This is an optimization exercise on Yosys and OpenROAD, whose aim is small area and few clock cycles per item, not a production implementation. RTL that was checked went through simulation tests only; none was proved equivalent to the original. Power and IR drop assume default switching activity.

==> module cell_hist_accum, before the edit <==
module cell_hist_accum #(
  parameter int IMAGE_WIDTH        = 64,
  parameter int IMAGE_HEIGHT       = 480,
  parameter int CELL_ROW_PIXELS    = 8,
  parameter int CELL_COLUMN_PIXELS = 8,
  parameter int BIN_WIDTH          = 14,
  parameter int BINS               = 9,
  parameter int MAG_WIDTH          = 8,
  parameter int HISTOGRAM_WIDTH    = BIN_WIDTH*(BINS+1)
) (
  input  logic                       clk,
  input  logic                       rst,
  input  logic                       in_valid,
  output logic                       in_ready,
  input  logic [3:0]                 bin_index,
  input  logic [MAG_WIDTH-1:0]       magnitude,
  output logic                       out_valid,
  input  logic                       out_ready,
  output logic [HISTOGRAM_WIDTH-1:0] cell_histogram,
  output logic                       out_last
);
  function automatic logic [13:0] radd(input logic [13:0] a, input logic [13:0] b);
    logic c;
    c = 1'b0;
    for (int i = 0; i < 14; i++) begin
      radd[i] = a[i] ^ b[i] ^ c;
      c = (a[i] & b[i]) | (a[i] & c) | (b[i] & c);
    end
  endfunction
  logic [5:0]  ph;         
  logic [2:0]  cx, px;     
  logic [2:0]  yl;         
  logic [5:0]  yr;         
  logic [7:0]  pending;    
  logic [2:0]  cap_col;    
  logic accept, acc_last;
  logic first_row, last_row, frame_end;
  assign first_row = (yl == 3'd0);
  assign last_row  = (yl == 3'd7);
  assign frame_end = last_row && (yr == 6'd59) && (cx == 3'd7);
  assign in_ready = (ph[5:3] == cx) && ((px != 3'd7) || (ph[2:0] == 3'd7)) &&
                    !((px == 3'd0) && first_row && pending[cx]);
  assign accept   = in_valid && in_ready && !rst;
  assign acc_last = accept && (px == 3'd7);
  always_ff @(posedge clk) begin
    if (rst) begin
      ph <= 6'd57;
      cx <= '0; px <= '0; yl <= '0; yr <= '0;
    end else begin
      ph <= ph + 6'd1;
      if (accept) begin
        px <= px + 3'd1;
        if (px == 3'd7) begin
          cx <= cx + 3'd1;
          if (cx == 3'd7) begin
            yl <= yl + 3'd1;
            if (yl == 3'd7) yr <= (yr == 6'd59) ? 6'd0 : yr + 6'd1;
          end
        end
      end
    end
  end
  logic [13:0] ra [64];
  logic        pv, dv;     
  logic [3:0]  pq, dq;     
  logic [8:0]  pm;         
  logic [7:0]  dm;
  logic [3:0]  nq;
  logic        nv, same;
  logic [7:0]  hc, hd;
  logic [8:0]  addend [8];
  assign nv   = accept && !bin_index[3];
  assign nq   = {1'b0, bin_index[2:0]} + {1'b0, ph[2:0]};
  assign same = nv && !nq[0] && pv && pq[0] && (nq == pq + 4'd1);
  always_ff @(posedge clk) begin
    pv <= nv;
    pq <= nq;
    pm <= same ? 9'(radd({6'd0, magnitude}, {6'd0, pm[7:0]})) : {1'b0, magnitude};
    dv <= pv && pq[0];
    dq <= pq;
    dm <= pm[7:0];
  end
  always_comb begin
    for (int i = 0; i < 8; i++) begin
      hc[i] = pv && !pq[0] && (pq[3:1] == 3'(i));
      hd[i] = dv && (dq[3:1] + 3'd1 == 3'(i));
      addend[i] = hc[i] ? pm : (hd[i] ? {1'b0, dm} : 9'd0);
    end
  end
  logic [5:0] gph;
  logic [2:0] gc;
  logic       clr;
  assign gph = ph + 6'd7;
  assign gc  = gph[5:3];
  assign clr = !pending[gc] && !((gc == cx) && (px != 3'd0)) &&
               ((gc < cx) ? last_row : first_row);
  logic [13:0] wsum [8];
  for (genvar i = 0; i < 8; i++) begin : g_add
    cell_hist_add u_add (.a(ra[2*i]), .b(addend[i]), .s(wsum[i]));
  end
  always_ff @(posedge clk) begin
    ra[0] <= clr ? 14'd0 : ra[63];
    for (int i = 0; i < 8; i++) begin
      ra[2*i+1] <= wsum[i];
      if (i < 7) ra[2*i+2] <= ra[2*i+1];
    end
    for (int s = 16; s < 64; s++)
      ra[s] <= ra[s-1];
  end
  logic [10:0] r8, r8_next;
  logic [1:0]  r8s [8];    
  logic        r8_mask;    
  logic        bcy;        
  logic [1:0]  rb [64];
  logic [2:0]  bsum;
  assign r8_next = 11'(radd({3'd0, (accept && px == 3'd0) ? 11'd0 : r8},
                            (accept && bin_index == 4'd8) ? {6'd0, magnitude} : 14'd0));
  always_ff @(posedge clk) begin
    r8 <= r8_next;
    if (acc_last) begin
      for (int k = 0; k < 5; k++) r8s[k] <= r8_next[2*k +: 2];
      r8s[5] <= {1'b0, r8_next[10]};
      r8s[6] <= 2'b00;
      r8s[7] <= {1'b0, frame_end};
    end else begin
      for (int k = 0; k < 7; k++) r8s[k] <= r8s[k+1];
      r8s[7] <= 2'b00;
    end
    if (ph[2:0] == 3'd7) r8_mask <= acc_last && first_row;
  end
  assign bsum = (r8_mask ? 3'd0 : {1'b0, rb[63]}) + {1'b0, r8s[0]} +
                {2'b00, bcy && (ph[2:0] != 3'd0)};
  always_ff @(posedge clk) begin
    bcy   <= bsum[2];
    rb[0] <= bsum[1:0];
    for (int s = 1; s < 64; s++) rb[s] <= rb[s-1];
  end
  logic [13:0] oa [8];
  logic [1:0]  ob [8];
  logic [13:0] tot;
  logic        o_fill;
  logic        start, shift;
  logic [2:0]  k;
  logic [13:0] bterm;
  assign k     = ph[2:0];
  assign start = (k == 3'd0) && pending[cap_col] && (ph[5:3] == cap_col + 3'd2) &&
                 (!out_valid || out_ready);
  assign shift = start || o_fill;
  assign bterm = 14'(rb[7]) << (2*k);
  always_ff @(posedge clk) begin
    if (rst) begin
      pending   <= '0;
      cap_col   <= '0;
      o_fill    <= 1'b0;
      out_valid <= 1'b0;
    end else begin
      if (acc_last && last_row) pending[cx] <= 1'b1;
      if (start) begin
        pending[cap_col] <= 1'b0;
        cap_col <= cap_col + 3'd1;
      end
      o_fill <= start || (o_fill && (k != 3'd7));
      if (o_fill && (k == 3'd7)) out_valid <= 1'b1;
      else if (out_ready)        out_valid <= 1'b0;
    end
  end
  always_ff @(posedge clk) begin
    if (shift) begin
      oa[0] <= ra[22];
      for (int i = 1; i < 8; i++) oa[i] <= oa[i-1];
      ob[7] <= rb[7];
      for (int i = 0; i < 7; i++) ob[i] <= ob[i+1];
      tot <= ((k == 3'd0) ? 14'd0 : tot) + ra[22] + bterm;
    end
  end
  always_comb begin
    for (int b = 0; b < 8; b++) cell_histogram[14*b +: 14] = oa[b];
    for (int i = 0; i < 7; i++) cell_histogram[112 + 2*i +: 2] = ob[i];
    cell_histogram[126 +: 14] = tot;
  end
  assign out_last = ob[7][0];
endmodule
Settings: LEC_CHECK=0, CAP_MARGIN=20, CORE_MARGIN=2, CORE_UTILIZATION=65, SLEW_MARGIN=20, SYNTH_HIERARCHICAL=1; clock period 6.0 ns.
standard.sh (not shown) runs the stock make flow with config.mk's settings and CLKGATE_MAP_FILE= SYNTH_SCRIPT=/design/flow/synth_recipe.tcl, a recipe that flattens the netlist after the stock synthesis.
==> flow/flow/run.sh <==
#!/bin/bash
# The standard layout (standard.sh, unchanged synthesis, floorplan, power grid and
# routing), with two changes: the port buffers are the smallest buffer cell, and
# clock tree synthesis inserts no dummy loads.
set -euo pipefail
export BUFFER_PORTS_ARGS="-buffer_cell sky130_fd_sc_hd__buf_1"
export CTS_ARGS="-sink_clustering_enable -repair_clock_nets -dont_use_dummy_load -buf_list sky130_fd_sc_hd__clkbuf_8 -sink_clustering_size 18 -sink_clustering_max_diameter 50"
bash standard.sh > standard.log 2>&1
Testbench counts at the start, summed over its fixed seeds: cycles 491,712, pixels 491,520.
Edit:
--- a/flow/design.v
+++ b/flow/design.v
@@ -62,30 +62,29 @@
   end
   logic [13:0] ra [64];
   logic        pv, dv;     
   logic [3:0]  pq, dq;     
-  logic [8:0]  pm;         
-  logic [7:0]  dm;
-  logic [3:0]  nq;
-  logic        nv, same;
+  logic [7:0]  pm, dm;     
   logic [7:0]  hc, hd;
+  logic [8:0]  m2, curm;
+  logic        same;
   logic [8:0]  addend [8];
-  assign nv   = accept && !bin_index[3];
-  assign nq   = {1'b0, bin_index[2:0]} + {1'b0, ph[2:0]};
-  assign same = nv && !nq[0] && pv && pq[0] && (nq == pq + 4'd1);
   always_ff @(posedge clk) begin
-    pv <= nv;
-    pq <= nq;
-    pm <= same ? 9'(radd({6'd0, magnitude}, {6'd0, pm[7:0]})) : {1'b0, magnitude};
+    pv <= accept && !bin_index[3];
+    pq <= {1'b0, bin_index[2:0]} + {1'b0, ph[2:0]};
+    pm <= magnitude;
     dv <= pv && pq[0];
     dq <= pq;
-    dm <= pm[7:0];
+    dm <= pm;
   end
+  assign m2   = 9'(radd({6'd0, pm}, {6'd0, dm}));
+  assign same = pv && !pq[0] && dv && (pq == dq + 4'd1);
+  assign curm = same ? m2 : {1'b0, pm};
   always_comb begin
     for (int i = 0; i < 8; i++) begin
       hc[i] = pv && !pq[0] && (pq[3:1] == 3'(i));
       hd[i] = dv && (dq[3:1] + 3'd1 == 3'(i));
-      addend[i] = hc[i] ? pm : (hd[i] ? {1'b0, dm} : 9'd0);
+      addend[i] = hc[i] ? curm : (hd[i] ? {1'b0, dm} : 9'd0);
     end
   end
   logic [5:0] gph;
   logic [2:0] gc;
Effect:
- The new run completed without violations
- wire length grows by about 0.46%
- synthesized area hardly moves
- clock power shrinks by about 2%
- hold slack gains 0.023 ns
- first-iteration DRC count shrinks by 4.0%
- total power shrinks by 0.42%
Function not checked in the second run of this note: the RTL went through the layout flow alone.

---

Setup of rev 12:
The RTL this note starts from:
==> flow/design.v <==
module cell_hist_accum #(
  parameter int IMAGE_WIDTH        = 64,
  parameter int IMAGE_HEIGHT       = 480,
  parameter int CELL_ROW_PIXELS    = 8,
  parameter int CELL_COLUMN_PIXELS = 8,
  parameter int BIN_WIDTH          = 14,
  parameter int BINS               = 9,
  parameter int MAG_WIDTH          = 8,
  parameter int HISTOGRAM_WIDTH    = BIN_WIDTH*(BINS+1)
) (
  input  logic                       clk,
  input  logic                       rst,
  input  logic                       in_valid,
  output logic                       in_ready,
  input  logic [3:0]                 bin_index,
  input  logic [MAG_WIDTH-1:0]       magnitude,
  output logic                       out_valid,
  input  logic                       out_ready,
  output logic [HISTOGRAM_WIDTH-1:0] cell_histogram,
  output logic                       out_last
);
  function automatic logic [13:0] radd(input logic [13:0] a, input logic [13:0] b);
    logic c;
    c = 1'b0;
    for (int i = 0; i < 14; i++) begin
      radd[i] = a[i] ^ b[i] ^ c;
      c = (a[i] & b[i]) | (c & (a[i] ^ b[i]));
    end
  endfunction
  logic [5:0]  ph;         
  logic [2:0]  cx, px;     
  logic [2:0]  yl;         
  logic [5:0]  yr;         
  logic [7:0]  pending;    
  logic [2:0]  cap_col;    
  logic accept, acc_last;
  logic first_row, last_row, frame_end;
  assign first_row = (yl == 3'd0);
  assign last_row  = (yl == 3'd7);
  assign frame_end = last_row && (yr == 6'd59) && (cx == 3'd7);
  assign in_ready = (ph[5:3] == cx) && ((px != 3'd7) || (ph[2:0] == 3'd7)) &&
                    !((px == 3'd0) && first_row && pending[cx]);
  assign accept   = in_valid && in_ready && !rst;
  assign acc_last = accept && (px == 3'd7);
  always_ff @(posedge clk) begin
    if (rst) begin
      ph <= 6'd57;
      cx <= '0; px <= '0; yl <= '0; yr <= '0;
    end else begin
      ph <= ph + 6'd1;
      if (accept) begin
        px <= px + 3'd1;
        if (px == 3'd7) begin
          cx <= cx + 3'd1;
          if (cx == 3'd7) begin
            yl <= yl + 3'd1;
            if (yl == 3'd7) yr <= (yr == 6'd59) ? 6'd0 : yr + 6'd1;
          end
        end
      end
    end
  end
  logic [13:0] ra [64];
  logic        pv, dv;     
  logic [3:0]  pq, dq;     
  logic [7:0]  pm, dm;     
  logic [7:0]  hc, hd;
  logic [8:0]  m2;
  logic [8:0]  addend [8];
  always_ff @(posedge clk) begin
    pv <= accept && !bin_index[3];
    pq <= {1'b0, bin_index[2:0]} + {1'b0, ph[2:0]};
    pm <= magnitude;
    dv <= pv && pq[0];
    dq <= pq;
    dm <= pm;
  end
  assign m2 = 9'(radd({6'd0, pm}, {6'd0, dm}));
  always_comb begin
    for (int i = 0; i < 8; i++) begin
      hc[i] = pv && !pq[0] && (pq[3:1] == 3'(i));
      hd[i] = dv && (dq[3:1] + 3'd1 == 3'(i));
      addend[i] = (hc[i] && hd[i]) ? m2 :
                  {1'b0, (hc[i] ? pm : 8'd0) | (hd[i] ? dm : 8'd0)};
    end
  end
  logic [5:0] gph;
  logic [2:0] gc;
  logic       clr;
  assign gph = ph + 6'd7;
  assign gc  = gph[5:3];
  assign clr = !pending[gc] && !((gc == cx) && (px != 3'd0)) &&
               ((gc < cx) ? last_row : first_row);
  always_ff @(posedge clk) begin
    ra[0] <= clr ? 14'd0 : ra[63];
    for (int i = 0; i < 8; i++) begin
      ra[2*i+1] <= radd(ra[2*i], {5'd0, addend[i]});
      if (i < 7) ra[2*i+2] <= ra[2*i+1];
    end
    for (int s = 16; s < 64; s++)
      ra[s] <= ra[s-1];
  end
  logic [10:0] r8, r8_next;
  logic [1:0]  r8s [8];    
  logic        r8_mask;    
  logic        bcy;        
  logic [1:0]  rb [64];
  logic [2:0]  bsum;
  assign r8_next = 11'(radd({3'd0, (px == 3'd0) ? 11'd0 : r8}, (bin_index == 4'd8) ? {6'd0, magnitude} : 14'd0));
  always_ff @(posedge clk) begin
    if (accept) r8 <= r8_next;
    if (acc_last) begin
      for (int k = 0; k < 5; k++) r8s[k] <= r8_next[2*k +: 2];
      r8s[5] <= {1'b0, r8_next[10]};
      r8s[6] <= 2'b00;
      r8s[7] <= {1'b0, frame_end};
    end else begin
      for (int k = 0; k < 7; k++) r8s[k] <= r8s[k+1];
      r8s[7] <= 2'b00;
    end
    if (ph[2:0] == 3'd7) r8_mask <= acc_last && first_row;
  end
  assign bsum = (r8_mask ? 3'd0 : {1'b0, rb[63]}) + {1'b0, r8s[0]} +
                {2'b00, bcy && (ph[2:0] != 3'd0)};
  always_ff @(posedge clk) begin
    bcy   <= bsum[2];
    rb[0] <= bsum[1:0];
    for (int s = 1; s < 64; s++) rb[s] <= rb[s-1];
  end
  logic [13:0] oa [8];
  logic [1:0]  ob [8];
  logic [13:0] tot;
  logic        o_fill;
  logic        start, shift;
  logic [2:0]  k;
  logic [13:0] bterm;
  assign k     = ph[2:0];
  assign start = (k == 3'd0) && pending[cap_col] && (ph[5:3] == cap_col + 3'd2) &&
                 (!out_valid || out_ready);
  assign shift = start || o_fill;
  assign bterm = 14'(rb[7]) << (2*k);
  always_ff @(posedge clk) begin
    if (rst) begin
      pending   <= '0;
      cap_col   <= '0;
      o_fill    <= 1'b0;
      out_valid <= 1'b0;
    end else begin
      if (acc_last && last_row) pending[cx] <= 1'b1;
      if (start) begin
        pending[cap_col] <= 1'b0;
        cap_col <= cap_col + 3'd1;
      end
      o_fill <= start || (o_fill && (k != 3'd7));
      if (o_fill && (k == 3'd7)) out_valid <= 1'b1;
      else if (out_ready)        out_valid <= 1'b0;
    end
  end
  always_ff @(posedge clk) begin
    if (shift) begin
      oa[0] <= ra[22];
      for (int i = 1; i < 8; i++) oa[i] <= oa[i-1];
      ob[7] <= rb[7];
      for (int i = 0; i < 7; i++) ob[i] <= ob[i+1];
      tot <= ((k == 3'd0) ? 14'd0 : tot) + ra[22] + bterm;
    end
  end
  always_comb begin
    for (int b = 0; b < 8; b++) cell_histogram[14*b +: 14] = oa[b];
    for (int i = 0; i < 7; i++) cell_histogram[112 + 2*i +: 2] = ob[i];
    cell_histogram[126 +: 14] = tot;
  end
  assign out_last = ob[7][0];
endmodule
Settings: LEC_CHECK=0, CAP_MARGIN=20, CORE_MARGIN=2, CORE_UTILIZATION=65, CTS_BUF_LIST=sky130_fd_sc_hd__clkbuf_8, CTS_CLUSTER_DIAMETER=60, CTS_CLUSTER_SIZE=20, SLEW_MARGIN=20; clock period 6.0 ns.
run.sh (not shown) runs the stock make flow with config.mk's settings and CLKGATE_MAP_FILE= SYNTH_SCRIPT=/design/flow/synth_recipe.tcl, a recipe that flattens the netlist after the stock synthesis.
Stock flow here: none of the scripts above is used.
[inputs] rev 13 vs rev 12
--- a/flow/design.v
+++ b/flow/design.v
@@ -163,5 +163,5 @@
       ob[7] <= rb[7];
       for (int i = 0; i < 7; i++) ob[i] <= ob[i+1];
-      tot <= ((k == 3'd0) ? 14'd0 : tot) + ra[22] + bterm;
+      tot <= radd(radd(start ? 14'd0 : tot, ra[22]), bterm);
     end
   end
Rev 13 finished all stages; layout check result: FAIL, due to negative setup slack. In rev 13 the complex-gate fraction of the synthesized area turned out 0.46 points lower than in rev 12. In terms of total power, rev 12 and rev 13 differ only marginally. After detailed routing, rev 12 needs more wire than rev 13. In rev 13 relative to rev 12, switching component of the power had gone down slightly. Looking at cell area after technology mapping, rev 13 sits 120 um2 below rev 12. Rev 13 has xor/xnor share of the synthesized area below what rev 12 had. Clock tree skew after final layout (lower): rev 13. Rev 12 was smaller in final cell area than rev 13. Instance area at placement: rev 12 and rev 13 compared, higher one is rev 13. Compared with rev 12, rev 13 shows a setup slack after layout that is 1.44 ns lower. Rev 12 -> rev 13: met3 usage flat. Comparing rev 12 and rev 13, detailed-route wire length per cell is higher on rev 12. | via count | lower: rev 13 |.
Function was not checked in any run of this note: the RTL went through the layout flow alone.

[separate check: timing with driven ports]
Ports are ideal in the flow. The routed layouts listed here were re-timed in OpenROAD.
Step 1 sets driving cells, clkbuf_16 on the clock port and buf_2 on the other inputs (assumed; they add their load-dependent delay and slew).
Step 2, shift: input delay + t, output delay - t, t = (earliest + latest rising clock arrival at the registers) / 2. This alone moves slack from input paths to output paths.
Three values: ideal, step 1, step 2; two values: the first two.
run	t (ns)	slack for setup (ns)	worst setup path after step 2	cell pins on the clock port's net
the first run of note 1	0.709	0.290 / 0.290 / 0.290	register to register	1
the second run of note 1	0.705	0.103 / 0.103 / 0.103	register to register	1
rev 12	0.738	0.293 / 0.293 / 0.293	register to register	1
rev 13	0.732	-1.148 / -1.148 / -1.817	input to register	1
The setup slack of rev 13, which loses most, moves by 0.000 ns with the drivers and by -0.669 ns with both steps.
